From an optimization exercise on the open Yosys and OpenROAD flow, aimed at small area, a short achievable clock period and few clock cycles; shortcuts taken in it are not production practice. The RTL was checked by simulation tests, not by an equivalence proof against the original design.

## antialiased_line_rasterizer_core
module antialiased_line_rasterizer_core #(
    parameter int COORD_BITS = 12,
    parameter int FRAC_BITS  = 12
) (
    input  logic clk,
    input  logic rst_n,
    input  logic s_axis_tvalid,
    output logic s_axis_tready,
    input  logic [((4*COORD_BITS+7)/8)*8-1:0] s_axis_tdata,
    input  logic s_axis_tuser,
    output logic m_axis_tvalid,
    input  logic m_axis_tready,
    output logic [((2*COORD_BITS+48+7)/8)*8-1:0] m_axis_tdata,
    output logic m_axis_tlast,
    input  logic cfg_we,
    input  logic [23:0] cfg_wdata
);
Size in the first run: roughly 4400 cells after synthesis, roughly 460 flip-flops, about 40000 um^2 of cells after synthesis.
Settings: LEC_CHECK=0, ABC_CLOCK_PERIOD_IN_PS=4500, CAP_MARGIN=20, CORE_MARGIN=2, CORE_UTILIZATION=60, SETUP_SLACK_MARGIN=5, SLEW_MARGIN=20; clock period 10.5 ns.
standard.sh (not shown) runs the stock make flow with config.mk's settings and CLKGATE_MAP_FILE= SYNTH_SCRIPT=/design/flow/synth_recipe.tcl, a recipe that flattens the netlist after the stock synthesis.
==> flow/flow/run.sh <==
#!/bin/bash
set -euo pipefail
bash standard.sh "BUFFER_PORTS_ARGS=-buffer_cell sky130_fd_sc_hd__buf_1" SETUP_SLACK_MARGIN=5.3 finish > standard_make.log 2>&1
The starting point passed the timing, design-rule and antenna checks.
Testbench counts at the start, summed over its fixed seeds: cycles 18,817.
Edit:
==> flow/run.sh (new file) <==
#!/bin/bash
# synth_recipe.tcl (not shown) runs the flow's synth.tcl, then flattens the netlist and writes it again
# the make line also repeats each setting of config.mk as NAME=value (left out here)
make -C /OpenROAD-flow-scripts/flow DESIGN_CONFIG=/design/flow/config.mk WORK_HOME=/design/flow/orfs CLKGATE_MAP_FILE= SYNTH_SCRIPT=/design/flow/synth_recipe.tcl finish
removed: flow/flow/run.sh
removed: flow/standard.sh
What happened: Worst setup slack degrades by 0.027 ns. Core utilization hardly moves. Non-clock buffer count came out lower by 85. Wire length came out lower by 2.7%. Hold slack is about the same. Count of clock-buffer cells in the layout does not change. Via count came out lower by 1.1%.
Edit:
==> flow/flow/run.sh (new file) <==
#!/bin/bash
# Own layout flow: the standard layout (standard.sh, unchanged synthesis
# and steps) with plain sky130_fd_sc_hd__buf_1 cells as the port buffers
# instead of the default delay buffers. make's full output goes to
# standard_make.log here; ORFS keeps each step's log under orfs/logs.
set -euo pipefail
bash standard.sh "BUFFER_PORTS_ARGS=-buffer_cell sky130_fd_sc_hd__buf_1" finish > standard_make.log 2>&1
==> flow/standard.sh (new file) <==
#!/bin/bash
# synth_recipe.tcl (not shown) runs the flow's synth.tcl, then flattens the netlist and writes it again
# the make line also repeats each setting of config.mk as NAME=value (left out here)
make -C /OpenROAD-flow-scripts/flow DESIGN_CONFIG=/design/flow/config.mk WORK_HOME=/design/flow/orfs CLKGATE_MAP_FILE= SYNTH_SCRIPT=/design/flow/synth_recipe.tcl "${@:-finish}"
removed: flow/run.sh
What happened: Via count is lower by about 0.45%; die area stays the same; cell area is lower by about 2.2%; clock-buffer cell count is higher by 2; worst setup slack gains 0.053 ns; final cell count is higher by about 0.46%; sequential share of layout area is higher by 0.63 points; clock skew is lower by 0.017 ns; synthesized cell count is unchanged.

---

build 25:
antialiased_line_rasterizer_core, a different RTL version from the one above (not shown whole).
Size: roughly 4,300 cells after synthesis, ~480 flip-flops, roughly 40,000 um^2 of cells after synthesis.
## antialiased_line_rasterizer_core
module antialiased_line_rasterizer_core #(
    parameter int COORD_BITS = 12,
    parameter int FRAC_BITS  = 12
) (
    input  logic clk,
    input  logic rst_n,
    input  logic s_axis_tvalid,
    output logic s_axis_tready,
    input  logic [((4*COORD_BITS+7)/8)*8-1:0] s_axis_tdata,
    input  logic s_axis_tuser,
    output logic m_axis_tvalid,
    input  logic m_axis_tready,
    output logic [((2*COORD_BITS+48+7)/8)*8-1:0] m_axis_tdata,
    output logic m_axis_tlast,
    input  logic cfg_we,
    input  logic [23:0] cfg_wdata
);
    logic [23:0] stroke_reg;
    always_ff @(posedge clk or negedge rst_n)
    begin
        if (!rst_n)
            stroke_reg <= '0;
        else if (cfg_we)
            stroke_reg <= cfg_wdata;
    end
    logic        f1_v, f1_user;
    logic        p_occ;
    logic [12:0] fe_rem;         
    logic [12:0] p_owed, a_owed;
    logic        s1_v, out_v;
    logic [3:0]  e_ph;           
    logic        e_done, e_last;
    logic        p_dy0, p_deq;           
    assign e_last = (e_ph == 4'd14);        
    assign e_done = (e_ph[3:1] == 3'b111) || p_dy0 || p_deq;
    logic f1_start, p_busy, p_free;
    assign f1_start = f1_v && !f1_user;
    assign p_busy   = p_occ || f1_start;
    assign p_free   = !p_busy || (p_occ && e_done && (a_owed == '0));
    assign s_axis_tready = s_axis_tuser || p_free;
    logic in_acc;
    assign in_acc = s_axis_tvalid && s_axis_tready;
    logic [11:0] p_xs, p_ys, p_dx, p_dy;
    logic        p_bx, p_by;
  ...
clock: 10.5 ns
lec_check: 0
abc_clock_period_in_ps: 5500
cap_margin: 20
core_margin: 2
core_utilization: 60
setup_slack_margin: 5
slew_margin: 20
==> flow/flow/run.sh <==
#!/bin/bash
# Own layout flow: the standard layout (standard.sh, unchanged synthesis
# and steps) with plain sky130_fd_sc_hd__buf_1 cells as the port buffers
# instead of the default delay buffers. make's full output goes to
# standard_make.log here; ORFS keeps each step's log under orfs/logs.
set -euo pipefail
bash standard.sh "BUFFER_PORTS_ARGS=-buffer_cell sky130_fd_sc_hd__buf_1" finish > standard_make.log 2>&1
Testbench counts of build 25, summed over its fixed seeds: cycles 18,817.
The following lists how build 10 was set up differently from build 25:
Settings: a change of ABC_CLOCK_PERIOD_IN_PS from 5500 to 4500.
==> flow/flow/run.sh <==
#!/bin/bash
set -euo pipefail
bash standard.sh "BUFFER_PORTS_ARGS=-buffer_cell sky130_fd_sc_hd__buf_1" SETUP_SLACK_MARGIN=5.5 finish > standard_make.log 2>&1
Notes after the runs:
Against build 25, build 10 reports a global routing usage on met1 that is higher.
Diff build 25 -> build 10: total length of routed met3 wires has increased; final design area excluding fillers +3.6%.
#### Input delta (build 39 over build 10)
Settings: ABC_AREA now 1, previously not set.
==> flow/flow/run.sh <==
#!/bin/bash
# Own layout flow: the standard layout (standard.sh, unchanged synthesis
# and steps) with plain sky130_fd_sc_hd__buf_1 cells as the port buffers
# instead of the default delay buffers. make's full output goes to
# standard_make.log here; ORFS keeps each step's log under orfs/logs.
set -euo pipefail
bash standard.sh "BUFFER_PORTS_ARGS=-buffer_cell sky130_fd_sc_hd__buf_1" finish > standard_make.log 2>&1
[summary]
- All of build 10 and build 39 finish clean.
- Build 39: share of the final layout cell area in multi-input gates is 1.5 points lower than what build 10 reported.
- Looking at build 10 and build 39, the register share of the cell area is a wash.
- Global-route wire length before repair: build 39 worse than build 10
- Diff build 10 and build 39: critical path depth lower in build 10
- Build 39 vs build 10: maximum frequency up slightly
- Post-synthesis instance total (build 39 over build 10): increase, about 30%
- [build 39 vs build 10] post-CTS setup-driven buffer insertion count: lower in build 39
- Of build 10 and build 39, the run reporting the higher final critical path time including I/O delays and setup was build 10.
- In the reports for build 10 and build 39, the smaller wire length belongs to build 10.

-- static timing again, ports no longer ideal --
In the flow no input, the clock included, has a driving cell. The finished layouts below were timed again as built, in two steps.
Step 1 sets driving cells, clkbuf_16 on the clock port and buf_2 on the other inputs (assumed; they add their load-dependent delay and slew).
Step 2 also shifts input and output timing later by t, the mid clock arrival at the registers, as if the neighbouring blocks saw the same clock.
Three values: no drivers, after step 1, after step 2; two values: the first two.
| run | shift t [ns] | slack for setup (ns) | clock arrival spread, ns | worst slew at a driven data input, ns | cell pins on the clock port's net |
|---|---|---|---|---|---|
| the first run of note 1 | 0.685 | 4.897 / 4.897 / 4.897 | 0.045 / 0.045 | 0.05 | 1 |
| the second run of note 1 | 0.679 | 4.869 / 4.869 / 4.869 | 0.073 / 0.073 | 0.05 | 1 |
| the third run of note 1 | 0.691 | 4.922 / 4.922 / 4.876 | 0.050 / 0.050 | 0.05 | 1 |
| build 25 | 0.700 | 5.101 / 5.101 / 5.101 | 0.079 / 0.079 | 0.07 | 1 |
| build 10 | 0.678 | 5.200 / 5.200 / 5.200 | 0.024 / 0.024 | 0.05 | 1 |
| build 39 | 0.678 | 5.276 / 5.232 / 5.276 | 0.067 / 0.068 | 0.05 | 1 |
After both steps every run listed still meets setup and hold. The setup slack of the third run of note 1, which loses most, moves by 0.000 ns with the drivers and by -0.046 ns with both steps.
